This design comes from an exercise in tuning for a short achievable clock period and few clock cycles on the open sky130 flow, not from production work.
Function was checked by simulation only, so behaviour that the tests miss may differ from the original.
Power figures rest on the tool's default switching activity, not on a simulated workload.

==> flow/design.v <==
package rv_isa_pkg;
	localparam int XLEN       = 32;
	localparam int REG_ADDR_W = 5;
	localparam logic [6:0] OPC_LUI    = 7'b0110111;
	localparam logic [6:0] OPC_AUIPC  = 7'b0010111;
	localparam logic [6:0] OPC_JAL    = 7'b1101111;
	localparam logic [6:0] OPC_JALR   = 7'b1100111;
	localparam logic [6:0] OPC_BRANCH = 7'b1100011;
	localparam logic [6:0] OPC_LOAD   = 7'b0000011;
	localparam logic [6:0] OPC_STORE  = 7'b0100011;
	localparam logic [6:0] OPC_OP_IMM = 7'b0010011;
	localparam logic [6:0] OPC_OP     = 7'b0110011;
	typedef struct packed {
		logic [6:0] funct7;
		logic [4:0] rs2;
		logic [4:0] rs1;
		logic [2:0] funct3;
		logic [4:0] rd;
		logic [6:0] opcode;
	} r_fmt_t;
	typedef struct packed {
		logic [11:0] imm11_0;
		logic [4:0]  rs1;
		logic [2:0]  funct3;
		logic [4:0]  rd;
		logic [6:0]  opcode;
	} i_fmt_t;
	typedef struct packed {
		logic [6:0] imm11_5;
		logic [4:0] rs2;
		logic [4:0] rs1;
		logic [2:0] funct3;
		logic [4:0] imm4_0;
		logic [6:0] opcode;
	} s_fmt_t;
	typedef struct packed {
		logic       imm12;
		logic [5:0] imm10_5;
		logic [4:0] rs2;
		logic [4:0] rs1;
		logic [2:0] funct3;
		logic [3:0] imm4_1;
		logic       imm11;
		logic [6:0] opcode;
	} b_fmt_t;
	typedef struct packed {
		logic [19:0] imm31_12;
		logic [4:0]  rd;
		logic [6:0]  opcode;
	} u_fmt_t;
	typedef struct packed {
		logic       imm20;
		logic [9:0] imm10_1;
		logic       imm11;
		logic [7:0] imm19_12;
		logic [4:0] rd;
		logic [6:0] opcode;
	} j_fmt_t;
	typedef union packed {
		r_fmt_t r;
		i_fmt_t i;
		s_fmt_t s;
		b_fmt_t b;
		u_fmt_t u;
		j_fmt_t j;
	} instr_t;
	typedef enum logic [3:0] {
		ALU_ADD  = 4'd0,
		ALU_SUB  = 4'd1,
		ALU_SLL  = 4'd2,
		ALU_SLT  = 4'd3,
		ALU_SLTU = 4'd4,
		ALU_XOR  = 4'd5,
		ALU_SRL  = 4'd6,
		ALU_SRA  = 4'd7,
		ALU_OR   = 4'd8,
		ALU_AND  = 4'd9
	} alu_op_t;
endpackage
package cpu_ctrl_pkg;
	typedef enum logic [8:0] {
		S_INIT = 9'b000000001,
		S_IF   = 9'b000000010,  
		S_IW   = 9'b000000100,  
		S_ID   = 9'b000001000,
		S_EX   = 9'b000010000,
		S_LD   = 9'b000100000,
		S_ST   = 9'b001000000,
		S_RDW  = 9'b010000000,  
		S_WB   = 9'b100000000
	} state_t;
	typedef enum logic [2:0] {
		CLS_ALU    = 3'd0,
		CLS_LOAD   = 3'd1,
		CLS_STORE  = 3'd2,
		CLS_BRANCH = 3'd3,
		CLS_JUMP   = 3'd4,
		CLS_UPPER  = 3'd5
	} inst_class_t;
	localparam int EV_CYCLE      = 0;
	localparam int EV_FETCH      = 1;
	localparam int EV_LOAD       = 2;
	localparam int EV_STORE      = 3;
	localparam int EV_FETCH_WAIT = 4;
	localparam int EV_LOAD_WAIT  = 5;
	localparam int EV_STORE_WAIT = 6;
	localparam int EV_TAKEN      = 7;
	localparam int NUM_EVENTS    = 8;
endpackage
import rv_isa_pkg::*;
module alu
(
	input  logic [XLEN-1:0] a,
	input  logic [XLEN-1:0] b,
	input  logic [XLEN-1:0] imm,
	input  logic [XLEN-1:0] pc4,
	input  logic [XLEN-1:0] tgt,
	input  logic            sub,
	input  logic [2:0]      f3,
	input  logic            r_add,
	input  logic            r_slt,
	input  logic            r_sltu,
	input  logic            r_xor,
	input  logic            r_or,
	input  logic            r_and,
	input  logic            r_sll,
	input  logic            r_sr,
	input  logic            sra,
	input  logic            r_imm,
	input  logic            r_tgt,
	input  logic            r_link,
	output logic [XLEN-1:0] result,
	output logic [XLEN-1:0] sum,
	output logic            cond
);
	logic [4:0] shamt;
	logic       ltu, lt, eq;
	logic [XLEN-1:0] sll_r, sr_r;
	assign shamt = b[4:0];
	assign sum   = a + (sub ? ~b : b) + {{(XLEN-1){1'b0}}, sub};
	assign ltu   = a < b;
	assign lt    = (a[XLEN-1] ^ b[XLEN-1]) ? a[XLEN-1] : ltu;
	assign eq    = (a == b);
	assign sll_r = a << shamt;
	assign sr_r  = $unsigned($signed({sra & a[XLEN-1], a}) >>> shamt);
	always_comb begin
		unique case (f3)
			3'b000:  cond = eq;
			3'b001:  cond = ~eq;
			3'b100:  cond = lt;
			3'b101:  cond = ~lt;
			3'b110:  cond = ltu;
			3'b111:  cond = ~ltu;
			default: cond = 1'b0;
		endcase
	end
	assign result = ({XLEN{r_add}} & sum)
		| ({XLEN{r_slt}} & {{(XLEN-1){1'b0}}, lt})
		| ({XLEN{r_sltu}} & {{(XLEN-1){1'b0}}, ltu})
		| ({XLEN{r_xor}} & (a ^ b))
		| ({XLEN{r_or}} & (a | b))
		| ({XLEN{r_and}} & (a & b))
		| ({XLEN{r_sll}} & sll_r)
		| ({XLEN{r_sr}} & sr_r)
		| ({XLEN{r_imm}} & imm)
		| ({XLEN{r_tgt}} & tgt)
		| ({XLEN{r_link}} & pc4);
endmodule
import rv_isa_pkg::*;
module reg_file
(
	input  logic                  clk,
	input  logic                  wen,
	input  logic [REG_ADDR_W-1:0] waddr,
	input  logic [REG_ADDR_W-1:0] raddr1,
	input  logic [REG_ADDR_W-1:0] raddr2,
	input  logic [XLEN-1:0]       wdata,
	output logic [XLEN-1:0]       rdata1,
	output logic [XLEN-1:0]       rdata2
);
	logic [XLEN-1:0] regs [1:2**REG_ADDR_W-1];
	always_ff @(posedge clk) begin
		if (wen && waddr != '0)
			regs[waddr] <= wdata;
	end
	assign rdata1 = (raddr1 == '0) ? '0 : regs[raddr1];
	assign rdata2 = (raddr2 == '0) ? '0 : regs[raddr2];
endmodule
module perf_counter #(
	parameter int CNT_W = 32
) (
	input  logic             clk,
	input  logic             rst,
	input  logic             event_hit,
	output logic [CNT_W-1:0] count
);
	always_ff @(posedge clk) begin
		if (rst)
			count <= '0;
		else if (event_hit)
			count <= count + CNT_W'(1);  
	end
endmodule
import rv_isa_pkg::*;
module cpu_datapath
(
	input  logic                  clk,
	input  logic                  rst,
	output logic [XLEN-1:0]       pc,
	output logic                  inst_req_valid,
	input  logic                  inst_req_ready,
	input  logic [XLEN-1:0]       instruction,
	input  logic                  inst_valid,
	output logic                  inst_ready,
	output logic [XLEN-1:0]       mem_address,
	output logic                  mem_write,
	output logic [XLEN-1:0]       write_data,
	output logic                  mem_read,
	input  logic                  mem_req_ready,
	input  logic [XLEN-1:0]       read_data,
	input  logic                  read_data_valid,
	output logic                  read_data_ready,
	output logic                  retire_valid,
	output logic                  retire_wen,
	output logic [REG_ADDR_W-1:0] retire_rd,
	output logic [XLEN-1:0]       retire_data,
	output logic [XLEN-1:0]       retire_pc,
	output logic                  retire_taken
);
	logic [XLEN-1:0] pc_q;
	logic            req_q;       
	logic            pc_ok_q;     
	logic [2:0]      outst_q;     
	logic [2:0]      kill_q;      
	logic            rpend_q;     
	logic [XLEN-1:0] rpc_q;
	logic [XLEN-1:0] resp_pc_q;   
	logic [1:0]      ib_cnt_q;    
	logic [XLEN-1:0] ib0_ins_q, ib1_ins_q;
	logic [XLEN-1:0] ib0_pc_q, ib1_pc_q;
	logic            x_valid;
	logic [XLEN-1:0] x_pc, x_imm, x_pc4;
	logic [4:0]      x_rd, x_rs1, x_rs2;
	logic            x_wen, x_use1, x_use2;
	logic            x_load, x_store, x_branch, x_jal, x_jalr;
	logic [2:0]      x_f3;
	logic            x_bimm, x_sub;
	logic            x_r_add, x_r_slt, x_r_sltu, x_r_xor, x_r_or, x_r_and;
	logic            x_r_sll, x_r_sr, x_sra, x_r_imm, x_r_tgt, x_r_link;
	logic [XLEN-1:0] x_op_a, x_op_b;
	logic            x_fa_m, x_fa_w, x_fa_r, x_fb_m, x_fb_w, x_fb_r;
	logic            x_hz, x_rdone;
	logic            m_valid, m_wen, m_load, m_tk;
	logic [4:0]      m_rd;
	logic [XLEN-1:0] m_pc, m_result;
	logic            mem_read_q, mem_write_q;
	logic [XLEN-1:0] mem_addr_q, wdata_q;
	logic            w_valid, w_wen, w_load, w_have, w_tk;
	logic [4:0]      w_rd;
	logic [XLEN-1:0] w_pc, w_result;
	logic            r_valid, r_wen, r_tk;
	logic [4:0]      r_rd;
	logic [XLEN-1:0] r_data, r_pc;
	assign pc              = pc_q;
	assign inst_req_valid  = req_q & pc_ok_q;
	assign inst_ready      = 1'b1;
	assign read_data_ready = 1'b1;
	assign mem_read        = mem_read_q;
	assign mem_write       = mem_write_q;
	assign mem_address     = mem_addr_q;
	assign write_data      = wdata_q;
	assign retire_valid    = r_valid;
	assign retire_wen      = r_wen;
	assign retire_rd       = r_rd;
	assign retire_data     = r_data;
	assign retire_pc       = r_pc;
	assign retire_taken    = r_tk;
	logic bstall, xadv, x_hold;
	assign bstall = ((mem_read_q | mem_write_q) & ~mem_req_ready)
		| (w_valid & w_load & ~w_have & ~read_data_valid);
	assign x_hold = x_valid & x_hz;
	assign xadv   = ~bstall & ~x_hold;
	logic            acc, arr, arr_live, i_from_ib, i_valid, i_take;
	logic [XLEN-1:0] i_ins, i_pc;
	assign acc       = req_q & pc_ok_q & inst_req_ready;
	assign arr       = inst_valid;
	assign arr_live  = arr & (kill_q == 3'd0);
	assign i_from_ib = (ib_cnt_q != 2'd0);
	assign i_valid   = i_from_ib | arr_live;
	assign i_ins     = i_from_ib ? ib0_ins_q : instruction;
	assign i_pc      = i_from_ib ? ib0_pc_q : resp_pc_q;
	logic redirect;
	logic [XLEN-1:0] target;
	assign i_take = i_valid & xadv & ~redirect;
	logic [4:0] i_opc;
	logic [2:0] i_f3;
	logic [4:0] i_rd, i_rs1, i_rs2;
	logic i_lui, i_auipc, i_jal, i_jalr, i_branch, i_load, i_store, i_opimm, i_op;
	logic i_wen, i_use1, i_use2;
	logic [XLEN-1:0] i_imm;
	assign i_opc = i_ins[6:2];
	assign i_f3  = i_ins[14:12];
	assign i_rd  = i_ins[11:7];
	assign i_rs1 = i_ins[19:15];
	assign i_rs2 = i_ins[24:20];
	assign i_lui    = (i_opc == 5'b01101);
	assign i_auipc  = (i_opc == 5'b00101);
	assign i_jal    = (i_opc == 5'b11011);
	assign i_jalr   = (i_opc == 5'b11001);
	assign i_branch = (i_opc == 5'b11000);
	assign i_load   = (i_opc == 5'b00000);
	assign i_store  = (i_opc == 5'b01000);
	assign i_opimm  = (i_opc == 5'b00100);
	assign i_op     = (i_opc == 5'b01100);
	assign i_wen  = (i_lui | i_auipc | i_jal | i_jalr | i_load | i_opimm | i_op) & (i_rd != 5'd0);
	assign i_use1 = ~(i_lui | i_auipc | i_jal) & (i_rs1 != 5'd0);
	assign i_use2 = (i_op | i_branch | i_store) & (i_rs2 != 5'd0);
	always_comb begin
		if (i_store)
			i_imm = {{20{i_ins[31]}}, i_ins[31:25], i_ins[11:7]};
		else if (i_branch)
			i_imm = {{19{i_ins[31]}}, i_ins[31], i_ins[7], i_ins[30:25], i_ins[11:8], 1'b0};
		else if (i_lui | i_auipc)
			i_imm = {i_ins[31:12], 12'b0};
		else if (i_jal)
			i_imm = {{11{i_ins[31]}}, i_ins[31], i_ins[19:12], i_ins[20], i_ins[30:21], 1'b0};
		else
			i_imm = {{20{i_ins[31]}}, i_ins[31:20]};
	end
	logic i_alu;
	assign i_alu = i_op | i_opimm;
	logic [XLEN-1:0] rf_rdata1, rf_rdata2;
	logic            rf_wen;
	logic [XLEN-1:0] rf_wdata;
	reg_file reg_file_inst (
		.clk    (clk),
		.wen    (rf_wen),
		.waddr  (w_rd),
		.raddr1 (i_rs1),
		.raddr2 (i_rs2),
		.wdata  (rf_wdata),
		.rdata1 (rf_rdata1),
		.rdata2 (rf_rdata2)
	);
	logic [XLEN-1:0] fwd_a, fwd_b, alu_b, result, sum;
	logic            cond, x_tk;
	assign fwd_a = ({XLEN{x_fa_m}} & m_result) | ({XLEN{x_fa_w}} & w_result)
		| ({XLEN{x_fa_r}} & r_data) | ({XLEN{~(x_fa_m | x_fa_w | x_fa_r)}} & x_op_a);
	assign fwd_b = ({XLEN{x_fb_m}} & m_result) | ({XLEN{x_fb_w}} & w_result)
		| ({XLEN{x_fb_r}} & r_data) | ({XLEN{~(x_fb_m | x_fb_w | x_fb_r)}} & x_op_b);
	assign alu_b = x_bimm ? x_imm : fwd_b;
	logic [XLEN-1:0] tgt_pc;
	assign tgt_pc = x_pc + x_imm;
	alu alu_inst (
		.a      (fwd_a),
		.b      (alu_b),
		.imm    (x_imm),
		.pc4    (x_pc4),
		.tgt    (tgt_pc),
		.sub    (x_sub),
		.f3     (x_f3),
		.r_add  (x_r_add),
		.r_slt  (x_r_slt),
		.r_sltu (x_r_sltu),
		.r_xor  (x_r_xor),
		.r_or   (x_r_or),
		.r_and  (x_r_and),
		.r_sll  (x_r_sll),
		.r_sr   (x_r_sr),
		.sra    (x_sra),
		.r_imm  (x_r_imm),
		.r_tgt  (x_r_tgt),
		.r_link (x_r_link),
		.result (result),
		.sum    (sum),
		.cond   (cond)
	);
	assign x_tk     = x_jal | x_jalr | (x_branch & cond);
	assign redirect = x_valid & ~x_rdone & ~x_hz & x_tk;
	assign target   = x_jalr ? {sum[XLEN-1:1], 1'b0} : tgt_pc;
	logic mI_X1, mI_M1, mI_W1, mI_X2, mI_M2, mI_W2;
	logic mX_M1, mX_W1, mX_R1, mX_M2, mX_W2, mX_R2;
	assign mI_X1 = i_use1 & x_valid & x_wen & (i_rs1 == x_rd);
	assign mI_M1 = i_use1 & m_valid & m_wen & (i_rs1 == m_rd);
	assign mI_W1 = i_use1 & w_valid & w_wen & (i_rs1 == w_rd);
	assign mI_X2 = i_use2 & x_valid & x_wen & (i_rs2 == x_rd);
	assign mI_M2 = i_use2 & m_valid & m_wen & (i_rs2 == m_rd);
	assign mI_W2 = i_use2 & w_valid & w_wen & (i_rs2 == w_rd);
	assign mX_M1 = x_use1 & m_valid & m_wen & (x_rs1 == m_rd);
	assign mX_W1 = x_use1 & w_valid & w_wen & (x_rs1 == w_rd);
	assign mX_R1 = x_use1 & r_wen & (x_rs1 == r_rd);
	assign mX_M2 = x_use2 & m_valid & m_wen & (x_rs2 == m_rd);
	assign mX_W2 = x_use2 & w_valid & w_wen & (x_rs2 == w_rd);
	assign mX_R2 = x_use2 & r_wen & (x_rs2 == r_rd);
	logic c1_am, c1_aw, c1_ar, c1_bm, c1_bw, c1_br, c1_hz;
	assign c1_am = mI_X1;
	assign c1_aw = ~mI_X1 & mI_M1;
	assign c1_ar = ~mI_X1 & ~mI_M1 & mI_W1;
	assign c1_bm = mI_X2;
	assign c1_bw = ~mI_X2 & mI_M2;
	assign c1_br = ~mI_X2 & ~mI_M2 & mI_W2;
	assign c1_hz = (c1_am & x_load) | (c1_aw & m_load) | (c1_bm & x_load) | (c1_bw & m_load);
	logic c2_aw, c2_ar, c2_bw, c2_br, c2_hz;
	assign c2_aw = mX_M1;
	assign c2_ar = ~mX_M1 & (w_valid ? mX_W1 : mX_R1);
	assign c2_bw = mX_M2;
	assign c2_br = ~mX_M2 & (w_valid ? mX_W2 : mX_R2);
	assign c2_hz = (c2_aw | c2_bw) & m_load;
	logic c3_am, c3_aw, c3_ar, c3_bm, c3_bw, c3_br, c3_hz;
	assign c3_am = mX_M1;
	assign c3_aw = ~mX_M1 & mX_W1;
	assign c3_ar = ~mX_M1 & ~mX_W1 & mX_R1;
	assign c3_bm = mX_M2;
	assign c3_bw = ~mX_M2 & mX_W2;
	assign c3_br = ~mX_M2 & ~mX_W2 & mX_R2;
	assign c3_hz = ((c3_am | c3_bm) & m_load) | ((c3_aw | c3_bw) & w_load & ~w_have);
	logic [2:0] outst_n, kill_n;
	logic [1:0] ib_n;
	logic       pend, pend_n, req_n;
	logic [2:0] tokens_n;
	logic       pop, push;
	assign outst_n = outst_q + {2'b0, acc} - {2'b0, arr};
	assign pend    = req_q & pc_ok_q & ~acc;
	assign kill_n  = redirect ? (outst_n + {2'b0, pend})
		: (kill_q - {2'b0, arr & (kill_q != 3'd0)});
	assign pop     = i_take & i_from_ib;
	assign push    = arr_live & ~redirect & ~(i_take & ~i_from_ib);
	assign ib_n    = redirect ? 2'd0 : (ib_cnt_q - {1'b0, pop} + {1'b0, push});
	assign pend_n  = pend;
	assign tokens_n = outst_n + {2'b0, pend_n} - kill_n + {1'b0, ib_n};
	assign req_n   = pend_n | (tokens_n < 3'd2);
	logic [XLEN-1:0] pc_n;
	always_comb begin
		if (pend)
			pc_n = pc_q;
		else if (redirect)
			pc_n = target;
		else if (rpend_q)
			pc_n = rpc_q;
		else if (acc)
			pc_n = pc_q + XLEN'(4);
		else
			pc_n = pc_q;
	end
	always_ff @(posedge clk) begin
		if (rst) begin
			pc_q      <= '0;
			req_q     <= 1'b1;
			pc_ok_q   <= 1'b1;
			outst_q   <= '0;
			kill_q    <= '0;
			rpend_q   <= 1'b0;
			resp_pc_q <= '0;
			ib_cnt_q  <= '0;
		end else begin
			pc_q    <= pc_n;
			req_q   <= req_n;
			pc_ok_q <= (pc_n[XLEN-1:12] == '0);
			outst_q <= outst_n;
			kill_q  <= kill_n;
			if (pend & redirect) begin
				rpend_q <= 1'b1;
				rpc_q   <= target;
			end else if (~pend)
				rpend_q <= 1'b0;
			if (redirect)
				resp_pc_q <= target;
			else if (arr_live)
				resp_pc_q <= resp_pc_q + XLEN'(4);
			ib_cnt_q <= ib_n;
		end
	end
	always_ff @(posedge clk) begin
		if (pop) begin
			if (ib_cnt_q == 2'd2) begin
				ib0_ins_q <= ib1_ins_q;
				ib0_pc_q  <= ib1_pc_q;
				if (push) begin
					ib1_ins_q <= instruction;
					ib1_pc_q  <= resp_pc_q;
				end
			end else if (push) begin
				ib0_ins_q <= instruction;
				ib0_pc_q  <= resp_pc_q;
			end
		end else if (push) begin
			if (ib_cnt_q == 2'd0) begin
				ib0_ins_q <= instruction;
				ib0_pc_q  <= resp_pc_q;
			end else begin
				ib1_ins_q <= instruction;
				ib1_pc_q  <= resp_pc_q;
			end
		end
	end
	always_ff @(posedge clk) begin
		if (rst)
			x_valid <= 1'b0;
		else if (xadv)
			x_valid <= i_take;
	end
	always_ff @(posedge clk) begin
		if (xadv) begin
			x_pc     <= i_pc;
			x_pc4    <= i_pc + XLEN'(4);
			x_imm    <= i_imm;
			x_rd     <= i_rd;
			x_rs1    <= i_rs1;
			x_rs2    <= i_rs2;
			x_wen    <= i_wen;
			x_use1   <= i_use1;
			x_use2   <= i_use2;
			x_load   <= i_load;
			x_store  <= i_store;
			x_branch <= i_branch;
			x_jal    <= i_jal;
			x_jalr   <= i_jalr;
			x_f3     <= i_f3;
			x_bimm   <= ~(i_op | i_branch);
			x_sub    <= i_branch | (i_alu & (i_f3 == 3'b010 || i_f3 == 3'b011))
				| (i_op & (i_f3 == 3'b000) & i_ins[30]);
			x_r_add  <= (i_alu & (i_f3 == 3'b000)) | i_load | i_store;
			x_r_slt  <= i_alu & (i_f3 == 3'b010);
			x_r_sltu <= i_alu & (i_f3 == 3'b011);
			x_r_xor  <= i_alu & (i_f3 == 3'b100);
			x_r_or   <= i_alu & (i_f3 == 3'b110);
			x_r_and  <= i_alu & (i_f3 == 3'b111);
			x_r_sll  <= i_alu & (i_f3 == 3'b001);
			x_r_sr   <= i_alu & (i_f3 == 3'b101);
			x_sra    <= i_ins[30];
			x_r_imm  <= i_lui;
			x_r_tgt  <= i_auipc;
			x_r_link <= i_jal | i_jalr;
			x_op_a   <= rf_rdata1;
			x_op_b   <= rf_rdata2;
			x_rdone  <= 1'b0;
		end else begin
			x_op_a  <= fwd_a;
			x_op_b  <= fwd_b;
			x_rdone <= x_rdone | redirect;
		end
	end
	always_ff @(posedge clk) begin
		if (bstall) begin
			x_fa_m <= c3_am; x_fa_w <= c3_aw; x_fa_r <= c3_ar;
			x_fb_m <= c3_bm; x_fb_w <= c3_bw; x_fb_r <= c3_br;
			x_hz   <= c3_hz;
		end else if (x_hold) begin
			x_fa_m <= 1'b0;  x_fa_w <= c2_aw; x_fa_r <= c2_ar;
			x_fb_m <= 1'b0;  x_fb_w <= c2_bw; x_fb_r <= c2_br;
			x_hz   <= c2_hz;
		end else begin
			x_fa_m <= c1_am; x_fa_w <= c1_aw; x_fa_r <= c1_ar;
			x_fb_m <= c1_bm; x_fb_w <= c1_bw; x_fb_r <= c1_br;
			x_hz   <= c1_hz;
		end
	end
	always_ff @(posedge clk) begin
		if (rst) begin
			m_valid     <= 1'b0;
			mem_read_q  <= 1'b0;
			mem_write_q <= 1'b0;
		end else if (bstall) begin
			mem_read_q  <= mem_read_q & ~mem_req_ready;
			mem_write_q <= mem_write_q & ~mem_req_ready;
		end else begin
			m_valid     <= x_valid & ~x_hz;
			mem_read_q  <= x_valid & ~x_hz & x_load;
			mem_write_q <= x_valid & ~x_hz & x_store;
		end
	end
	always_ff @(posedge clk) begin
		if (~bstall) begin
			m_wen      <= x_wen;
			m_load     <= x_load;
			m_tk       <= x_tk;
			m_rd       <= x_rd;
			m_pc       <= x_pc;
			m_result   <= result;
			mem_addr_q <= sum;
			wdata_q    <= fwd_b;
		end
	end
	always_ff @(posedge clk) begin
		if (rst)
			w_valid <= 1'b0;
		else if (~bstall)
			w_valid <= m_valid;
	end
	always_ff @(posedge clk) begin
		if (~bstall) begin
			w_wen    <= m_wen;
			w_load   <= m_load;
			w_tk     <= m_tk;
			w_rd     <= m_rd;
			w_pc     <= m_pc;
			w_result <= m_result;
			w_have   <= 1'b0;
		end else if (w_valid & w_load & ~w_have & read_data_valid) begin
			w_result <= read_data;
			w_have   <= 1'b1;
		end
	end
	assign rf_wdata = (w_load & ~w_have) ? read_data : w_result;
	assign rf_wen   = w_valid & w_wen & ~bstall;
	always_ff @(posedge clk) begin
		if (rst) begin
			r_valid <= 1'b0;
			r_wen   <= 1'b0;
		end else begin
			r_valid <= w_valid & ~bstall;
			if (w_valid & ~bstall)
				r_wen <= w_wen;
		end
	end
	always_ff @(posedge clk) begin
		if (w_valid & ~bstall) begin
			r_rd   <= w_rd;
			r_data <= rf_wdata;
			r_pc   <= w_pc;
			r_tk   <= w_tk;
		end
	end
endmodule
import rv_isa_pkg::*;
import cpu_ctrl_pkg::*;
module riscv_multicycle_top
#(
	parameter int              CNT_W    = 32,
	parameter logic [XLEN-1:0] RESET_PC = '0
) (
	input  logic                                clk,
	input  logic                                rst,
	output logic [XLEN-1:0]                     pc,
	output logic                                inst_req_valid,
	input  logic                                inst_req_ready,
	input  logic [XLEN-1:0]                     instruction,
	input  logic                                inst_valid,
	output logic                                inst_ready,
	output logic [XLEN-1:0]                     mem_address,
	output logic                                mem_write,
	output logic [XLEN-1:0]                     write_data,
	output logic                                mem_read,
	input  logic                                mem_req_ready,
	input  logic [XLEN-1:0]                     read_data,
	input  logic                                read_data_valid,
	output logic                                read_data_ready,
	output logic                                retire_valid,
	output logic                                retire_wen,
	output logic [REG_ADDR_W-1:0]               retire_rd,
	output logic [XLEN-1:0]                     retire_data,
	output logic [XLEN-1:0]                     retire_pc,
	output logic [NUM_EVENTS-1:0][CNT_W-1:0]    perf_cnt
);
	logic [NUM_EVENTS-1:0] events;
	logic                  retire_taken;
	cpu_datapath cpu_datapath_inst (
		.clk             (clk),
		.rst             (rst),
		.pc              (pc),
		.inst_req_valid  (inst_req_valid),
		.inst_req_ready  (inst_req_ready),
		.instruction     (instruction),
		.inst_valid      (inst_valid),
		.inst_ready      (inst_ready),
		.mem_address     (mem_address),
		.mem_write       (mem_write),
		.write_data      (write_data),
		.mem_read        (mem_read),
		.mem_req_ready   (mem_req_ready),
		.read_data       (read_data),
		.read_data_valid (read_data_valid),
		.read_data_ready (read_data_ready),
		.retire_valid    (retire_valid),
		.retire_wen      (retire_wen),
		.retire_rd       (retire_rd),
		.retire_data     (retire_data),
		.retire_pc       (retire_pc),
		.retire_taken    (retire_taken)
	);
	always_comb begin
		events                = '0;
		events[EV_CYCLE]      = 1'b1;
		events[EV_FETCH]      = inst_req_valid & inst_req_ready;
		events[EV_LOAD]       = mem_read & mem_req_ready;
		events[EV_STORE]      = mem_write & mem_req_ready;
		events[EV_FETCH_WAIT] = inst_req_valid | inst_ready;
		events[EV_LOAD_WAIT]  = mem_read | read_data_ready;
		events[EV_STORE_WAIT] = mem_write;
		events[EV_TAKEN]      = retire_valid & retire_taken;
	end
	for (genvar i = 0; i < NUM_EVENTS; i++) begin : g_perf
		perf_counter #(
			.CNT_W (CNT_W)
		) perf_counter_inst (
			.clk       (clk),
			.rst       (rst),
			.event_hit (events[i]),
			.count     (perf_cnt[i])
		);
	end
endmodule
==> flow/run.sh <==
#!/bin/bash
# synth_recipe.tcl (not shown) runs the flow's synth.tcl, then flattens the netlist and writes it again
# the make line also repeats each setting of config.mk as NAME=value (left out here)
make -C /OpenROAD-flow-scripts/flow DESIGN_CONFIG=/design/flow/config.mk WORK_HOME=/design/flow/orfs CLKGATE_MAP_FILE= SYNTH_SCRIPT=/design/flow/synth_recipe.tcl finish
==> flow/config.mk <==
export PLATFORM = sky130hd
export DESIGN_NAME = riscv_multicycle_top
export DESIGN_NICKNAME = riscv_multicycle_top
export VERILOG_FILES = /design/flow/design.v
export SDC_FILE = /design/flow/constraint.sdc
export NUM_CORES = 4
export LEC_CHECK = 0
export CAP_MARGIN = 20
export CORE_MARGIN = 2
export CORE_UTILIZATION = 40
export SLEW_MARGIN = 20
==> flow/constraint.sdc <==
create_clock -name core_clock -period 12.0 [get_ports {clk}]
set_input_delay 2.4000 -clock core_clock [delete_from_list [all_inputs] [get_ports {clk}]]
set_output_delay 2.4000 -clock core_clock [all_outputs]
set_load 0.01 [all_outputs]
==> flow_metrics.py, run 1 <==
metrics = {
    "place": {
        "placed_area_um2": 107000,
        "io_buffer_count": 493,
        "detailedPlacementHpwl_um": 243000,
        "gp_routability_congestion": 1.03,
    },
    "sta": {
        "setup_viol": 0,
        "final.setup.tns_ps": 0,
        "hold_viol_final": 0,
        "timing.hold.ws_ps": 388,
        "period_needed_ps": 8320,
        "clock-skew-final_ps": 93.6,
        "rsz_0062_raised_after_global_routing": "no",
        "slew_violations": 0,
        "max_slew_margin_pct": 18.7,
        "fin_crit_sh_pct": 69.4,
        "max_slew.worst_pin.slew_ps": 1200,
        "achievable-frequency_ghz": 0.120,
    },
    "yosys": {
        "synth_area_um2": 98700,
        "syn_avg_cell_area_um2": 9.80,
        "yosysWarningCount": 5,
        "synth-seq-area-share_pct": 55.8,
        "number_of_flops_mapped_to_enable_cells_by_yosys": 1560,
        "postSynth.asyncResetShare_pct": 0,
        "netlist_instances": 10100,
        "dominantRegCellSynth": "sky130_fd_sc_hd__edfxtp_1",
        "post_synth_num_cell_types": 85,
        "ys_seq_elements": 1971,
    },
    "cells_and_area": {
        "layout.cell_area.non_filler_um2": 114000,
        "largest-register": "cpu_datapath_inst.reg_file_inst.regs",
        "mostFrequentLayoutCells": "2,640 x sky130_fd_sc_hd__nand2_1, 1,560 x sky130_fd_sc_hd__edfxtp_1, 943 x sky130_fd_sc_hd__nand3_1",
        "most_common_cell_after_layout_fill_and_taps_aside": "sky130_fd_sc_hd__nand2_1",
        "number_of_flip_flops_in_the_largest_register": 992,
        "drive_above_1_share_pct": 6.79,
        "post-route-util_pct": 46.5,
        "synthToLayoutAreaGrowth_pct": 15.7,
        "finalNetCount": 10500,
        "largest_registers": "cpu_datapath_inst.reg_file_inst.regs: 992 flops, g_perf.perf_counter_inst.count: 256 flops",
    },
    "floorplan": {
        "area_of_the_die_um2": 251000,
        "dieWidth_um": 501,
        "fp_rows": 182,
        "floorplan.die.height_um": 501,
        "floorplan.io_pins": 498,
        "core_area_um2": 246000,
        "start_util_pct": 40.2,
    },
    "critical_path": {
        "worst-r2r-setup-slack_ps": 3680,
        "worstSetupEndpoint": "cpu_datapath_inst.req_q",
        "worstReg2RegEnd": "cpu_datapath_inst.req_q",
        "r2r.worst_path.cells": 25,
        "worstPathRequired_ps": 12750,
        "critical_register_to_register_path_startpoint": "cpu_datapath_inst.x_fa_m",
        "arrival_ps": 9070,
        "setup.worst_path.end_class": "register",
        "path_class": "register to register",
        "setup_crit_start_kind": "register",
        "timing.critical_path.fanout_max": 42,
        "worstSetupStartpoint": "cpu_datapath_inst.x_fa_m",
    },
    "cts": {
        "cts_root_buffer": "sky130_fd_sc_hd__clkbuf_16",
        "number_of_buffers_inserted_by_post_cts_setup_repair": 0,
        "tritoncts": "yes",
        "insertion_delay_ps": 910,
        "cts_resized": 0,
        "cts_htree_levels": 4,
        "worst_setup_hold_path_clk_slew_ps": 60,
        "clk_path_buf_depth": 3,
        "cts_hold_buffers": 0,
        "clkSinkCount": 1971,
        "cts-buffers-inserted": 209,
    },
    "worst_hold_path": {
        "min-delay-start": "cpu_datapath_inst.m_pc[19]",
        "hold_class": "register to register",
    },
    "grt": {
        "largest_net_degree_at_the_start_of_global_routing": 145,
        "grt_pass1_wl_um": 544000,
        "first_global_vias": 78100,
        "track_usage_pct": 29.5,
        "antenna_found_initial": 48,
        "grt_overflow": 0,
    },
    "power": {
        "power.density_nw_per_um2": 282,
        "power.static_leakage_nw": 41.9,
        "sum_of_internal_switching_and_leakage_power_mw": 32.2,
        "ir_worst_vdd_mv": 0.263,
    },
    "route": {
        "drc": 0,
        "drt-initial-drc-count": 11100,
        "drt_first_pass_iters": 7,
        "routed_wire_length_per_instance_um": 27.9,
        "drt.antenna.violating_nets": 0,
        "via_count": 82900,
        "vias_per_cell": 6.05,
        "routed_wl_um": 383000,
    },
    "outcome": {
        "run_status": "finished clean",
    },
    "run": {
        "drv.max_cap_violation_count": 0,
    },
}
[final cells by class]
class	instances	area (µm²)
clock inverters	116	1260
fillers	22400	131000
multi-input cells	7253	41000
diodes	34	85.1
repair buffers	659	6350
inverters	168	688
flip-flops and latches	1971	55100
clock buffers	281	5780
well taps	3220	4030
[cells by family after synthesis]
group / after synthesis / synth area share, %
AOI/OAI and AO/OA: 1586 / 11.1
xor gates and xnor gates: 454 / 4.03
adders and majority gates: 183 / 2.36
buffers and inverters: 853 / 3.27
DFF: 1971 / 55.8
muxes: 222 / 2.43
other: 1 / 0.00380
and+or+nand+nor: 4806 / 21.0
[worst min-delay path by stage]
stage,slack (ps),end,depth (start not counted)
finish,390,cpu_datapath_inst.w_pc[19],0
global route,400,cpu_datapath_inst.w_pc[19],0
CTS,380,cpu_datapath_inst.r_pc[8],0
detailed placement,400,cpu_datapath_inst.r_pc[1],0
global placement,400,cpu_datapath_inst.w_pc[23],0
floorplan,400,cpu_datapath_inst.r_pc[0],0
[Yosys cell counts (all sizes together) (8+ instances only)]
master,n,share of area (%)
nand2,2641,10
edfxtp,1560,47
nand3,943,4.8
nor2,632,2.4
clkbuf,615,2.3
dfxtp,411,8.3
a21oi,403,2.0
a311oi,388,3.4
xor2,275,2.4
o21ai,253,1.3
and3,213,1.4
xnor2,179,1.6
ha,178,2.3
inv,161,0.61
mux2,133,1.5
nor3,102,0.52
a31oi,88,0.56
mux2i,88,0.89
nand4,88,0.56
buf,70,0.29
o211ai,54,0.42
a211oi,51,0.39
a222oi,50,0.51
a221o,46,0.47
o22ai,43,0.27
a21o,38,0.29
or3,37,0.23
and2,34,0.22
nor2b,26,0.16
a22o,25,0.22
nor4,20,0.13
a221oi,19,0.17
and4,19,0.17
o21a,14,0.11
o2111ai,13,0.12
a21boi,12,0.091
o31ai,11,0.084
or2,11,0.070
o21bai,10,0.076
a2bb2oi,8,0.071
nand2b,8,0.051
nand3b,8,0.061
nor3b,8,0.061
o221ai,8,0.071
[power by group]
group          internal, mW  leakage, nW  total, mW  switching (mW)
sequential             9.08         18.4       9.92           0.836
clock                  3.74         3.42       6.59            2.85
combinational          4.35         20.1       15.7            11.4
[worst max-delay path, stage by stage (launching register included)]
cell and delay, ps:
sky130_fd_sc_hd__dfxtp_1 300, sky130_fd_sc_hd__buf_4 260, sky130_fd_sc_hd__nor3_2 450, sky130_fd_sc_hd__buf_4 440, sky130_fd_sc_hd__a221o_1 510, sky130_fd_sc_hd__ha_1 390
sky130_fd_sc_hd__nand4b_1 360, sky130_fd_sc_hd__or2_2 390, sky130_fd_sc_hd__nor3_1 750, sky130_fd_sc_hd__o31a_1 490, sky130_fd_sc_hd__o2111a_1 410, sky130_fd_sc_hd__o21a_2 190
sky130_fd_sc_hd__buf_4 450, sky130_fd_sc_hd__nor3_1 100, sky130_fd_sc_hd__ha_1 320, sky130_fd_sc_hd__inv_1 40, sky130_fd_sc_hd__ha_1 180, sky130_fd_sc_hd__xnor2_1 170
sky130_fd_sc_hd__xnor2_1 140, sky130_fd_sc_hd__nand2_1 110, sky130_fd_sc_hd__fa_1 540, sky130_fd_sc_hd__fa_1 450, sky130_fd_sc_hd__xnor2_1 140, sky130_fd_sc_hd__and3_1 170
sky130_fd_sc_hd__o21ai_0 240, sky130_fd_sc_hd__nand3_1 110
[routing by layer]
metal  wire (µm)  GRT usage, %
met1      143000          36.9
met2      174000          46.3
met3       37800          6.31
met4       27000          18.6
met5          96             0
[through the flow]
step	setup WS, ps	cells
after detailed placement	2800	13300
after CTS	3760	13700
after global routing	3430	13700
after floorplan	2070	10100
final	3680	13700
after global placement	2860	13300
Testbench counts, summed over its fixed seeds: cycles 36,745.
==> inputs of run 2 (changes only) <==
--- a/flow/design.v
+++ b/flow/design.v
@@ -234,2 +234,3 @@
 	logic [2:0]      kill_q;      
+	logic [1:0]      live_q;      
 	logic            rpend_q;     
@@ -417,5 +418,4 @@
 	logic [2:0] outst_n, kill_n;
-	logic [1:0] ib_n;
-	logic       pend, pend_n, req_n;
-	logic [2:0] tokens_n;
+	logic [1:0] ib_n, live_n;
+	logic       pend, req_n;
 	logic       pop, push;
@@ -428,5 +428,4 @@
 	assign ib_n    = redirect ? 2'd0 : (ib_cnt_q - {1'b0, pop} + {1'b0, push});
-	assign pend_n  = pend;
-	assign tokens_n = outst_n + {2'b0, pend_n} - kill_n + {1'b0, ib_n};
-	assign req_n   = pend_n | (tokens_n < 3'd2);
+	assign live_n  = redirect ? 2'd0 : (live_q + {1'b0, acc & ~rpend_q} - {1'b0, i_take});
+	assign req_n   = pend | ~live_n[1];
 	logic [XLEN-1:0] pc_n;
@@ -451,2 +450,3 @@
 			kill_q    <= '0;
+			live_q    <= '0;
 			rpend_q   <= 1'b0;
@@ -460,2 +460,3 @@
 			kill_q  <= kill_n;
+			live_q  <= live_n;
 			if (pend & redirect) begin
--- a/flow/config.mk
+++ b/flow/config.mk
@@ -10,2 +10,3 @@
 export CORE_UTILIZATION = 40
+export SETUP_SLACK_MARGIN = 5
 export SLEW_MARGIN = 20
==> run 2 against run 1 <==
Against the previous run: clock power is 2% higher; combinational power is 3% lower; first-iteration DRC count is 1.5% lower; register-to-register slack better by 1500 ps; design area is 0.11% higher; hold slack worse by 34 ps; non-clock buffer count is 21 higher; final cell count is 0.55% lower; clock skew is 8.6 ps higher.
==> flow_metrics.py, run 2 <==
metrics = {
    "cts": {
        "cts-buffers-inserted": 213,
        "clkSinkCount": 1973,
        "clk_path_buf_depth": 3,
        "insertion_delay_ps": 940,
        "cts_hold_buffers": 0,
        "tritoncts": "yes",
        "cts_root_buffer": "sky130_fd_sc_hd__clkbuf_16",
        "cts_htree_levels": 4,
        "number_of_buffers_inserted_by_post_cts_setup_repair": 0,
        "worst_setup_hold_path_clk_slew_ps": 60,
    },
    "yosys": {
        "synth_area_um2": 98600,
        "yosys.area.top_type": "sky130_fd_sc_hd__edfxtp_1",
        "ys_seq_elements": 1973,
        "postSynth.asyncResetShare_pct": 0,
        "synthDominantCellAreaShare_pct": 47.5,
        "syn_avg_cell_area_um2": 9.86,
        "yosysMostFrequentCell": "sky130_fd_sc_hd__nand2_1",
        "yosysWarningCount": 5,
        "netlist_top_cells_count": "2,568 x sky130_fd_sc_hd__nand2_1, 1,560 x sky130_fd_sc_hd__edfxtp_1, 944 x sky130_fd_sc_hd__nand3_1",
        "cell_types_occupying_the_most_area_after_synthesis": "sky130_fd_sc_hd__edfxtp_1 48%, sky130_fd_sc_hd__nand2_1 9.8%, sky130_fd_sc_hd__dfxtp_1 8.4%",
        "synth-seq-area-share_pct": 55.9,
        "netlist_instances": 10000,
        "post_synth_num_cell_types": 99,
        "number_of_flops_mapped_to_enable_cells_by_yosys": 1560,
        "dominantRegCellSynth": "sky130_fd_sc_hd__edfxtp_1",
    },
    "power": {
        "ir_worst_vdd_mv": 0.200,
        "power.static_leakage_nw": 42.0,
        "sum_of_internal_switching_and_leakage_power_mw": 31.8,
        "power.density_nw_per_um2": 278,
    },
    "cells_and_area": {
        "mostFrequentLayoutCells": "2,566 x sky130_fd_sc_hd__nand2_1, 1,560 x sky130_fd_sc_hd__edfxtp_1, 944 x sky130_fd_sc_hd__nand3_1",
        "fill_cell_total_of_the_finished_layout": 22400,
        "finalNetCount": 10500,
        "largest_registers": "cpu_datapath_inst.reg_file_inst.regs: 992 flops, g_perf.perf_counter_inst.count: 256 flops",
        "post-route-util_pct": 46.6,
        "number_of_flip_flops_in_the_largest_register": 992,
        "most_common_cell_after_layout_fill_and_taps_aside": "sky130_fd_sc_hd__nand2_1",
        "synthToLayoutAreaGrowth_pct": 16.0,
        "drive_above_1_share_pct": 7.31,
        "largest-register": "cpu_datapath_inst.reg_file_inst.regs",
    },
    "outcome": {
        "run_status": "finished clean",
    },
    "floorplan": {
        "start_util_pct": 40.2,
        "dieWidth_um": 501,
        "core_area_um2": 245000,
        "floorplan.die.height_um": 501,
        "floorplan.io_pins": 498,
        "fp_rows": 182,
        "area_of_the_die_um2": 251000,
    },
    "route": {
        "drt_first_pass_iters": 13,
        "routed_wire_length_per_instance_um": 27.9,
        "drt-initial-drc-count": 11000,
        "routed_wl_um": 380000,
        "drc": 0,
        "via_count": 82900,
        "drt.antenna.violating_nets": 0,
        "vias_per_cell": 6.08,
    },
    "sta": {
        "max_slew_margin_pct": 16.7,
        "slew_violations": 0,
        "rsz_0062_raised_after_global_routing": "no",
        "final.setup.tns_ps": 0,
        "clock-skew-final_ps": 102,
        "achievable-frequency_ghz": 0.146,
        "period_needed_ps": 6830,
        "max_slew.worst_pin.slew_ps": 1250,
        "hold_viol_final": 0,
        "setup_viol": 0,
        "fin_crit_sh_pct": 56.9,
        "timing.hold.ws_ps": 354,
    },
    "grt": {
        "grt_pass1_wl_um": 539000,
        "antenna_found_initial": 33,
        "first_global_vias": 77200,
        "track_usage_pct": 29.1,
        "largest_net_degree_at_the_start_of_global_routing": 160,
        "grt_overflow": 0,
    },
    "worst_hold_path": {
        "hold_class": "register to register",
    },
    "critical_path": {
        "arrival_ps": 7640,
        "setup.worst_path.end_class": "register",
        "worstPathRequired_ps": 12810,
        "timing.critical_path.fanout_max": 33,
        "setup_crit_start_kind": "register",
        "path_class": "register to register",
    },
    "place": {
        "detailedPlacementHpwl_um": 245000,
        "io_buffer_count": 493,
        "gp_routability_congestion": 0.989,
    },
    "run": {
        "drv.max_cap_violation_count": 0,
    },
}
## run 2: critical path, stage by stage (launching register included)
cell                        delay (ps)
sky130_fd_sc_hd__dfxtp_1           310
sky130_fd_sc_hd__buf_4             430
sky130_fd_sc_hd__nor3_2             90
sky130_fd_sc_hd__buf_4             240
sky130_fd_sc_hd__a21boi_1          910
sky130_fd_sc_hd__inv_1             440
sky130_fd_sc_hd__ha_1              510
sky130_fd_sc_hd__a21oi_1           110
sky130_fd_sc_hd__o211ai_1          400
sky130_fd_sc_hd__a41oi_1           270
sky130_fd_sc_hd__o211ai_1          690
sky130_fd_sc_hd__o311a_1           260
sky130_fd_sc_hd__a21oi_1           150
sky130_fd_sc_hd__a221o_1           530
sky130_fd_sc_hd__and2_1            230
sky130_fd_sc_hd__o22ai_1           270
sky130_fd_sc_hd__o2111ai_1         270
sky130_fd_sc_hd__nor4b_2           370
sky130_fd_sc_hd__a41o_1            200
## run 2: worst paths after layout
| path | endpoint | start | cells after the start | slack (ps) |
|---|---|---|---|---|
| hold / removal | cpu_datapath_inst.r_pc[9] | cpu_datapath_inst.w_pc[9] | 0 | 350 |
| setup / recovery | cpu_datapath_inst.pc_ok_q | cpu_datapath_inst.x_fa_r | 18 | 5170 |
| hold reg to reg | cpu_datapath_inst.r_pc[9] | cpu_datapath_inst.w_pc[9] | 0 | 350 |
| setup reg to reg | cpu_datapath_inst.pc_ok_q | cpu_datapath_inst.x_fa_r | 18 | 5170 |
## run 2: logic make-up after synthesis
| group | count (synthesis) | share of synthesized area, % |
|---|---|---|
| and+or+nand+nor | 4750 | 20.9 |
| DFF | 1973 | 55.9 |
| AOI/OAI and AO/OA | 1574 | 11.3 |
| buffers and inverters | 860 | 3.34 |
| xor gates and xnor gates | 445 | 3.95 |
| muxes | 216 | 2.38 |
| adders and majority gates | 181 | 2.32 |
| other | 1 | 0.00380 |
## run 2: layout make-up
| cell class | instances | area (µm²) | share of cell area, % |
|---|---|---|---|
| Antenna cell | 15 | 37.5 | 0.0328 |
| Clock inverter | 101 | 1220 | 1.07 |
| Timing Repair Buffer | 680 | 6500 | 5.68 |
| Sequential cell | 1973 | 55100 | 48.2 |
| Tap cell | 3220 | 4030 | 3.52 |
| Multi-Input combinational cell | 7168 | 40800 | 35.6 |
| Inverter | 170 | 709 | 0.620 |
| Clock buffer | 299 | 6000 | 5.25 |
## run 2: metal layers
layer | track usage, % | share of wire, % | wire length, µm | up-vias
li1 | - | - | - | 36600
met1 | 37.3 | 38 | 144000 | 40400
met2 | 45.7 | 45 | 173000 | 4864
met3 | 5.61 | 9.8 | 37300 | 1001
met4 | 17.5 | 6.9 | 26100 | 10
met5 | 0 | 0.019 | 73 | -
## run 2: what timing repair did
item,in CTS,in global routing
endpoints found under the setup margin,1,41
gates resized for setup,1,7
pin swaps,0,0
## run 2: where the power goes
part / total [mW] / internal [mW] / switching (mW)
Clock: 6.74 / 3.84 / 2.89
Combinational: 15.3 / 4.29 / 11.0
Sequential: 9.82 / 9.07 / 0.755
Total: 31.8 / 17.2 / 14.6
## run 2: per-stage QoR
step	std cells	setup slack (ps)	cell area, µm²
2_1_floorplan	10000	5030	98600
3_3_place_gp	13200	4200	107000
3_5_place_dp	13200	4120	107000
4_1_cts	13600	5010	114000
5_1_grt	13600	5040	114000
6_report	13600	5170	114000
Testbench counts of run 2, summed over its fixed seeds: cycles 36,745.

what the ideal ports hide:
No port has a modelled driver above. Below, the same layouts with a new extraction and two added sets of constraints. Step 1: set_driving_cell puts a clkbuf_16 on clk and a buf_2 on each other input, an assumption about the parent block. Step 2 adds t to the input delays and takes it off the output delays; t is the mean of the earliest and latest rising clock arrival at the registers after step 1. Input paths then give back, and output paths get back, about the clock's delay inside the block. a / b / c = ideal ports / drivers / drivers and shift; a / b = the first two.
| run | t, ns | setup slack, ns | slew at the worst register clock pin (ns) |
|---|---|---|---|
| run 1 | 0.962 | 3.677 / 3.677 / 2.913 | 0.07 / 0.07 |
| run 2 | 0.976 | 5.173 / 5.173 / 4.454 | 0.07 / 0.07 |
After both steps every run listed still meets setup and hold. For run 1, which loses most, drivers alone change the setup slack by 0.000 ns; drivers and shift together by -0.764 ns.
